Source: an optimization exercise on an open RTL-to-GDS flow (aim: small area, a short achievable clock period and few clock cycles). Production flows keep margins and buffers that such runs may drop.
In this exercise RTL edits were held to simulation tests only and were not proved equivalent to the original.
Power and IR drop assume default switching activity.

### flow/run.sh
#!/bin/bash
# synth_recipe.tcl (not shown) runs the flow's synth.tcl, then flattens the netlist and writes it again
# the make line also repeats each setting of config.mk as NAME=value (left out here)
make -C /OpenROAD-flow-scripts/flow DESIGN_CONFIG=/design/flow/config.mk WORK_HOME=/design/flow/orfs CLKGATE_MAP_FILE= SYNTH_SCRIPT=/design/flow/synth_recipe.tcl finish
### flow/config.mk
export PLATFORM = sky130hd
export DESIGN_NAME = md_unit
export DESIGN_NICKNAME = md_unit
export VERILOG_FILES = /design/flow/design.v
export SDC_FILE = /design/flow/constraint.sdc
export NUM_CORES = 4
export LEC_CHECK = 0
export CAP_MARGIN = 20
export CORE_MARGIN = 2
export CORE_UTILIZATION = 40
export SLEW_MARGIN = 20
### flow/constraint.sdc
create_clock -name core_clock -period 5.5 [get_ports {CLK}]
set_input_delay 1.1000 -clock core_clock [delete_from_list [all_inputs] [get_ports {CLK}]]
set_output_delay 1.1000 -clock core_clock [all_outputs]
set_load 0.01 [all_outputs]
### flow/design.v
`default_nettype none
package md_pkg;
    localparam int XLEN  = 32;    
    localparam int STEPS = 32;    
    localparam int CNT_W = 6;     
    typedef enum logic [2:0] {
        OP_NONE  = 3'd0,
        OP_MULT  = 3'd1,
        OP_MULTU = 3'd2,
        OP_DIV   = 3'd3,
        OP_DIVU  = 3'd4,
        OP_MTHI  = 3'd5,
        OP_MTLO  = 3'd6
    } md_op_t;
    typedef struct packed {
        logic [XLEN-1:0] mag_a;    
        logic [XLEN-1:0] mag_b;    
    } md_operands_t;
    typedef struct packed {
        logic [XLEN-1:0] hi;       
        logic [XLEN-1:0] lo;       
    } md_result_t;
endpackage
`default_nettype wire
`timescale 1ns/100ps
`default_nettype none
import md_pkg::*;
module md_mul_core (
    input  logic         CLK,
    input  logic         RST_X,
    input  logic         start,
    input  md_pkg::md_operands_t operands,
    output md_pkg::md_result_t   product,
    output logic         busy
);
    logic [XLEN-1:0]   multiplicand;
    logic [2*XLEN-1:0] acc;           
    logic [CNT_W-1:0]  count;
    logic [XLEN:0]     sum;
    assign busy    = (count < CNT_W'(STEPS));
    assign sum     = {1'b0, acc[2*XLEN-1:XLEN]} + {1'b0, multiplicand};
    assign product = md_pkg::md_result_t'(acc);
    always_ff @(posedge CLK or negedge RST_X) begin
        if (!RST_X) begin
            count <= CNT_W'(STEPS);
        end else if (start) begin
            count <= '0;
        end else if (busy) begin
            count <= count + 1'b1;
        end
    end
    always_ff @(posedge CLK) begin
        if (start) begin
            multiplicand <= operands.mag_a;
            acc          <= {{XLEN{1'b0}}, operands.mag_b};
        end else if (busy) begin
            if (acc[0]) begin
                acc <= {sum, acc[XLEN-1:1]};      
            end else begin
                acc <= {1'b0, acc[2*XLEN-1:1]};
            end
        end
    end
endmodule
`default_nettype wire
`timescale 1ns/100ps
`default_nettype none
import md_pkg::*;
module md_div_core (
    input  logic         CLK,
    input  logic         RST_X,
    input  logic         start,
    input  md_pkg::md_operands_t operands,
    output md_pkg::md_result_t   quot_rem,
    output logic         busy
);
    logic [XLEN-1:0]   divisor;
    logic [2*XLEN-1:0] rq;            
    logic [CNT_W-1:0]  count;
    logic [XLEN:0]     upper;         
    logic [XLEN:0]     diff;
    logic              fits;
    assign busy     = (count < CNT_W'(STEPS));
    assign upper    = rq[2*XLEN-1:XLEN-1];
    assign diff     = upper - {1'b0, divisor};
    assign fits     = (upper >= {1'b0, divisor});
    assign quot_rem = md_pkg::md_result_t'(rq);
    always_ff @(posedge CLK or negedge RST_X) begin
        if (!RST_X) begin
            count <= CNT_W'(STEPS);
        end else if (start) begin
            count <= '0;
        end else if (busy) begin
            count <= count + 1'b1;
        end
    end
    always_ff @(posedge CLK) begin
        if (start) begin
            divisor <= operands.mag_b;
            rq      <= {{XLEN{1'b0}}, operands.mag_a};
        end else if (busy) begin
            if (fits) begin
                rq <= {diff[XLEN-1:0], rq[XLEN-2:0], 1'b1};    
            end else begin
                rq <= {rq[2*XLEN-2:0], 1'b0};                   
            end
        end
    end
endmodule
`default_nettype wire
`timescale 1ns/100ps
`default_nettype none
import md_pkg::*;
module md_sign_fix (
    input  logic            CLK,
    input  logic            RST_X,
    input  logic            start,
    input  md_pkg::md_op_t          op,
    input  logic [XLEN-1:0] a,
    input  logic [XLEN-1:0] b,
    output logic            core_start,
    output md_pkg::md_operands_t    operands,
    input  md_pkg::md_result_t      mul_raw,
    input  md_pkg::md_result_t      div_raw,
    input  logic            mul_busy,
    input  logic            div_busy,
    output logic            busy,
    output md_pkg::md_result_t      result,
    output logic            finish
);
    logic              is_arith;
    logic              is_signed;
    logic              is_div_q;
    logic              signed_q;
    logic              sign_a_q;
    logic              sign_b_q;
    logic              zero_div_q;
    logic              busy_q;
    logic              neg_diff;      
    logic              neg_rem;
    logic [2*XLEN-1:0] prod;
    assign is_arith   = (op == OP_MULT) || (op == OP_MULTU) ||
                        (op == OP_DIV) || (op == OP_DIVU);
    assign is_signed  = (op == OP_MULT) || (op == OP_DIV);
    assign core_start = start && is_arith;
    assign operands.mag_a = (is_signed && a[XLEN-1]) ? -a : a;
    assign operands.mag_b = (is_signed && b[XLEN-1]) ? -b : b;
    always_ff @(posedge CLK or negedge RST_X) begin
        if (!RST_X) begin
            is_div_q   <= 1'b0;
            signed_q   <= 1'b0;
            sign_a_q   <= 1'b0;
            sign_b_q   <= 1'b0;
            zero_div_q <= 1'b0;
        end else if (core_start) begin
            is_div_q   <= (op == OP_DIV) || (op == OP_DIVU);
            signed_q   <= is_signed;
            sign_a_q   <= a[XLEN-1];
            sign_b_q   <= b[XLEN-1];
            zero_div_q <= (b == '0);
        end
    end
    assign busy = is_div_q ? div_busy : mul_busy;
    always_ff @(posedge CLK or negedge RST_X) begin
        if (!RST_X) begin
            busy_q <= 1'b0;
            finish <= 1'b0;
        end else begin
            busy_q <= busy;
            finish <= busy_q && !busy;
        end
    end
    assign neg_diff = signed_q && (sign_a_q ^ sign_b_q);
    assign neg_rem  = signed_q && sign_a_q;     
    assign prod     = {mul_raw.hi, mul_raw.lo};
    always_comb begin
        if (!is_div_q) begin
            result = neg_diff ? md_pkg::md_result_t'(-prod) : mul_raw;
        end else if (zero_div_q) begin
            result = '0;
        end else begin
            result.hi = neg_rem ? -div_raw.hi : div_raw.hi;
            result.lo = neg_diff ? -div_raw.lo : div_raw.lo;
        end
    end
endmodule
`default_nettype wire
`timescale 1ns/100ps
`default_nettype none
import md_pkg::*;
module md_hilo (
    input  logic            CLK,
    input  logic            RST_X,
    input  logic            start,
    input  md_pkg::md_op_t          op,
    input  logic [XLEN-1:0] a,
    input  md_pkg::md_result_t      result,
    input  logic            finish,
    output logic [XLEN-1:0] hi,
    output logic [XLEN-1:0] lo
);
    logic [XLEN-1:0] hi_q;
    logic [XLEN-1:0] lo_q;
    logic            mthi;
    logic            mtlo;
    assign mthi = start && (op == OP_MTHI);
    assign mtlo = start && (op == OP_MTLO);
    always_ff @(posedge CLK or negedge RST_X) begin
        if (!RST_X) begin
            hi_q <= '0;
            lo_q <= '0;
        end else if (finish) begin
            hi_q <= result.hi;
            lo_q <= result.lo;
        end else begin
            if (mthi) hi_q <= a;
            if (mtlo) lo_q <= a;
        end
    end
    assign hi = finish ? result.hi : hi_q;
    assign lo = finish ? result.lo : lo_q;
endmodule
`default_nettype wire
`timescale 1ns/100ps
`default_nettype none
import md_pkg::*;
module md_unit (
    input  logic            CLK,
    input  logic            RST_X,
    input  logic            start,
    input  md_pkg::md_op_t          op,
    input  logic [XLEN-1:0] a,
    input  logic [XLEN-1:0] b,
    output logic            busy,
    output logic            done,
    output logic [XLEN-1:0] hi,
    output logic [XLEN-1:0] lo
);
    logic         core_start;
    md_pkg::md_operands_t operands;
    md_pkg::md_result_t   mul_raw;
    md_pkg::md_result_t   div_raw;
    logic         mul_busy;
    logic         div_busy;
    md_pkg::md_result_t   result;
    md_sign_fix u_sign_fix (
        .CLK        (CLK),
        .RST_X      (RST_X),
        .start      (start),
        .op         (op),
        .a          (a),
        .b          (b),
        .core_start (core_start),
        .operands   (operands),
        .mul_raw    (mul_raw),
        .div_raw    (div_raw),
        .mul_busy   (mul_busy),
        .div_busy   (div_busy),
        .busy       (busy),
        .result     (result),
        .finish     (done)           
    );
    md_mul_core u_mul (
        .CLK      (CLK),
        .RST_X    (RST_X),
        .start    (core_start),
        .operands (operands),
        .product  (mul_raw),
        .busy     (mul_busy)
    );
    md_div_core u_div (
        .CLK      (CLK),
        .RST_X    (RST_X),
        .start    (core_start),
        .operands (operands),
        .quot_rem (div_raw),
        .busy     (div_busy)
    );
    md_hilo u_hilo (
        .CLK    (CLK),
        .RST_X  (RST_X),
        .start  (start),
        .op     (op),
        .a      (a),
        .result (result),
        .finish (done),
        .hi     (hi),
        .lo     (lo)
    );
endmodule
`default_nettype wire
==> summary.txt <==
critical path: stages (launching register included):
cell and delay [ns]:
edfxtp_1 0.45, or4_1 0.67, nor4_4 0.29, nand4_1 0.16, buf_4 0.20, or2_0 0.42
o21ai_0 0.29, xor2_1 0.10, o221a_2 0.29, nor2_1 0.25, clkdlybuf4s50_1 0.60
final cells by class:
class | instances | area share
Tap cell | 664 | 0.0359
Clock buffer | 49 | 0.0432
Sequential cell | 275 | 0.311
Inverter | 109 | 0.0179
Clock inverter | 17 | 0.00984
Timing Repair Buffer | 187 | 0.0758
Multi-Input combinational cell | 1816 | 0.506
Antenna cell | 1 | 0.000108
per-stage QoR:
stage          setup WS, ns  power (mW)  instances   TNS, ns
2_1_floorplan         0.770        6.88       2329         0
3_3_place_gp          0.163        8.61       3046         0
3_5_place_dp         0.0634        8.70       3046         0
4_1_cts            0.000620        11.2       3115         0
5_1_grt            -0.00508        12.0       3117  -0.00620
6_report              0.120        11.2       3118         0
registers in the layout, indices dropped and copies added, names as in the netlist:
name and flops:
u_hilo.lo_q 32, u_sign_fix.sign_b_q 1, u_mul.acc 64, u_sign_fix.signed_q 1, u_sign_fix.sign_a_q 1, u_hilo.hi_q 32, u_div.count 6, u_sign_fix.busy_q 1
u_sign_fix.finish 1, u_div.divisor 32, u_div.rq 64, u_mul.count 6, u_sign_fix.zero_div_q 1, u_mul.multiplicand 32, u_sign_fix.is_div_q 1
layout by cell type (no fill, tap or decap), types with 34 or more instances in the layout:
cell type | Yosys | routed
buf_4 | 0 | 52
xor2_1 | 113 | 113
mux2i_1 | 89 | 89
dfrtp_1 | 81 | 80
nor2_1 | 217 | 215
clkbuf_16 | 0 | 36
dfxtp_1 | 64 | 64
a31oi_1 | 34 | 34
clkdlybuf4s50_1 | 0 | 133
edfxtp_1 | 128 | 128
nand2_1 | 267 | 266
a21oi_1 | 205 | 205
a21o_1 | 42 | 42
xnor2_1 | 117 | 117
nand3_1 | 36 | 35
ha_1 | 71 | 71
inv_1 | 107 | 107
o21ai_0 | 174 | 174
how the worst max path moves through the flow:
| stage | from | endpoint |
|---|---|---|
| finish | u_mul.acc[12]$_DFFE_PP_ | hi[11] |
| global route | u_mul.acc[18]$_DFFE_PP_ | hi[18] |
| CTS | u_mul.acc[1]$_DFFE_PP_ | hi[18] |
| detailed placement | u_mul.acc[1]$_DFFE_PP_ | hi[18] |
| global placement | u_mul.acc[1]$_DFFE_PP_ | hi[18] |
| floorplan | u_mul.acc[0]$_DFFE_PP_ | hi[18] |
logic make-up after synthesis:
| logic type | after synthesis | share of synthesized area |
|---|---|---|
| adders and majority gates | 73 | 0.0471 |
| xor gates and xnor gates | 230 | 0.102 |
| muxes | 96 | 0.0492 |
| and+or+nand+nor | 737 | 0.176 |
| buffers and inverters | 238 | 0.0455 |
| DFF | 275 | 0.365 |
| AOI/OAI and AO/OA | 680 | 0.215 |
metal layers:
layer  routed length, um  up-vias
met1               30800     8862
met2               30500      721
li1                    -     8586
met4                2120        2
met3                5450      108
met5                  13        -
synth_stat cells, drive strengths merged (21+ instances only):
cell type	count
a21o	42
a21oi	205
a31oi	34
clkbuf	113
dfrtp	81
dfxtp	64
edfxtp	128
ha	71
inv	107
mux2i	89
nand2	268
nand3	36
nor2	217
nor3	33
nor4	30
o21ai	176
o31ai	29
or3	23
or4	21
xnor2	117
xor2	113
timing repair:
| item | 4_1_cts | 5_1_grt |
|---|---|---|
| setup endpoints to repair | 12 | 20 |
| gates resized for setup | 4 | 8 |
| buffers inserted | 3 | 2 |
| pin swaps | 2 | 3 |
power groups by stage:
stage          clock network, mW  registers (mW)  logic (mW)
5_1_grt                     2.58            3.66        5.72
3_5_place_dp                   0            3.59        5.11
2_1_floorplan                  0            3.32        3.56
4_1_cts                     2.49            3.56        5.15
3_3_place_gp                   0            3.56        5.05
6_report                    2.46            3.58        5.20
==> impl_metrics.csv <==
group,metric,value,unit
run_status,run_status,"no timing/DRC/antenna violations",
final_layout,area_growth,17.3,%
global_route,met2_usage,0.410,
final_layout,fillers,4737,
power,leakagePower,9.58,nW
global_route,gr-total-overflow,0,
clock_network,cts_buffer_depth,3,
detailed_routing,routedWlPerCell,22.1,um
clock_network,clkSinkCount,275,
synthesis,synth_top_cells_by_area,"edfxtp_1 19%, dfrtp_1 10%, dfxtp_1 6.5%, a21oi_1 5.2%, xnor2_1 5.2%",
critical_path,critical_path_class,"reg2out",
final_layout,drive_above_1_share,0.0636,
synthesis,ys.warnings.count,4,
placement,dpl.hpwl,51800,um
critical_path,cp_max_fo,6,
floorplan,fp.dieW,226,um
detailed_routing,drt-total-wl,68900,um
power,irDropWorstVdd,248,uV
global_route,met3_usage,0.0377,
critical_path,worst_ep_required_time,4.40,ns
detailed_routing,dr.pass1.iters,8,
synthesis,synth_top_area_frac,0.195,
floorplan,fp-row-count,81,
power,combPwrFrac,0.462,
timing,fmax,0.186,GHz
synthesis,synth_area,0.0197,mm2
synthesis,synthArstFlopShare,0.302,
hold_path,min_to,"u_sign_fix.sign_b_q$_DFFE_PN0P_",
detailed_routing,drc,0,
detailed_routing,ant_nets,0,
power,switching_share,0.412,
clock_network,clkTransAtPathRegs,0.06,ns
critical_path,worst_setup_path_start_kind,"flip-flop",
global_route,grt_max_degree,94,
clock_network,hold_buffers,0,
power,clockPowerShare,0.219,
synthesis,synth_ff_type,"edfxtp_1",
power,pwr-share-seq,0.319,
synthesis,synth_largest_area_cell,"edfxtp_1",
clock_network,cts.htree.levels,2,
placement,dpl_cell_area,0.0218,mm2
final_layout,multiInputGateArea,0.0117,mm2
synthesis,synth-edff-count,128,
timing,layout_min_cycle_time,5.38,ns
timing,fin_crit_sh,0.978,
critical_path,reg2reg_setup_slack,1.26,ns
run,cap_violations,0,
placement,gp_congestion,0.934,
global_route,grtUsageTotal,0.266,
global_route,grt_busiest_layer,"met2",
final_layout,design_area,0.0231,mm2
power,internal-power,6.61,mW
placement,io_buffers,135,
clock_network,clockRootBuffer,"clkbuf_16",
global_route,antenna_found_initial,1,
timing,finalHoldViolations,0,
critical_path,regToRegEndpoint,"u_div.rq[58]$_SDFFE_PP0N_",
hold_path,min_from,"u_sign_fix.sign_b_q$_DFFE_PN0P_",
timing,tightest_slew,1.08,ns
floorplan,coreArea,0.0488,mm2
timing,hold_slack,0.500,ns
critical_path,arrival,4.28,ns
hold_path,hold_path_class,"reg2reg",
timing,drv_slew,0,
synthesis,ys_seq_area_frac,0.365,
synthesis,avgSynthCellArea,8.47,um2
global_route,grt_first_pass_wirelength,104000,um
floorplan,boundaryPins,136,
synthesis,synth_seq_cells,275,
global_route,grt_pass1_vias,16900,
timing,slew_headroom,0.276,
detailed_routing,vias,18300,
detailed_routing,viasPerCell,5.86,
clock_network,clock_latency,0.57,ns
floorplan,die_area,0.0511,mm2
clock_network,cts_tree,"yes",
critical_path,r2r_start,"u_div.rq[31]$_DFFE_PP_",
power,power.switching,4.64,mW
detailed_routing,drt_iter0_markers,1851,
synthesis,synth_cell_types,84,
timing,setup_viol,0,
final_layout,final_util,0.474,
critical_path,cp-end-kind,"output port",
synthesis,syn_inst,2329,
timing,finalClockSkew,0.0172,ns
hold_path,hold_depth,2,
floorplan,start_util,0.404,
critical_path,worstRegToRegCells,13,
global_route,met1_usage,0.383,
final_layout,ff_latch_area,0.00721,mm2
clock_network,cts_buffers,36,
final_layout,nets,2568,
power,power_density,486,mW/mm2
floorplan,fp.dieH,226,um
synthesis,synth_nets,2472,
Testbench counts, summed over its fixed seeds: cycles 43,528.

[port drivers added, routing unchanged]
The flow's constraints put no driver on any port. The routed layout listed below was extracted and timed again, unchanged, in two steps. Step 1, drivers: a clkbuf_16 drives CLK and a buf_2 each remaining input, both assumed. Step 2 times the ports against the registers' clock, not the clock port: input delays grow and output delays shrink by t, the midpoint of the rising clock arrivals with the driver on. Three values: ideal ports, drivers, drivers and shift; two values: the first two.
t, ns: 0.615
setup slack, ns: 0.120 / 0.065 / 0.681
worst setup path at the end: register to output
clock arrival spread, ns: 0.017 / 0.017
After both steps setup and hold are still met in this run. For this run, drivers alone change the setup slack by -0.055 ns; drivers and shift together by +0.561 ns.
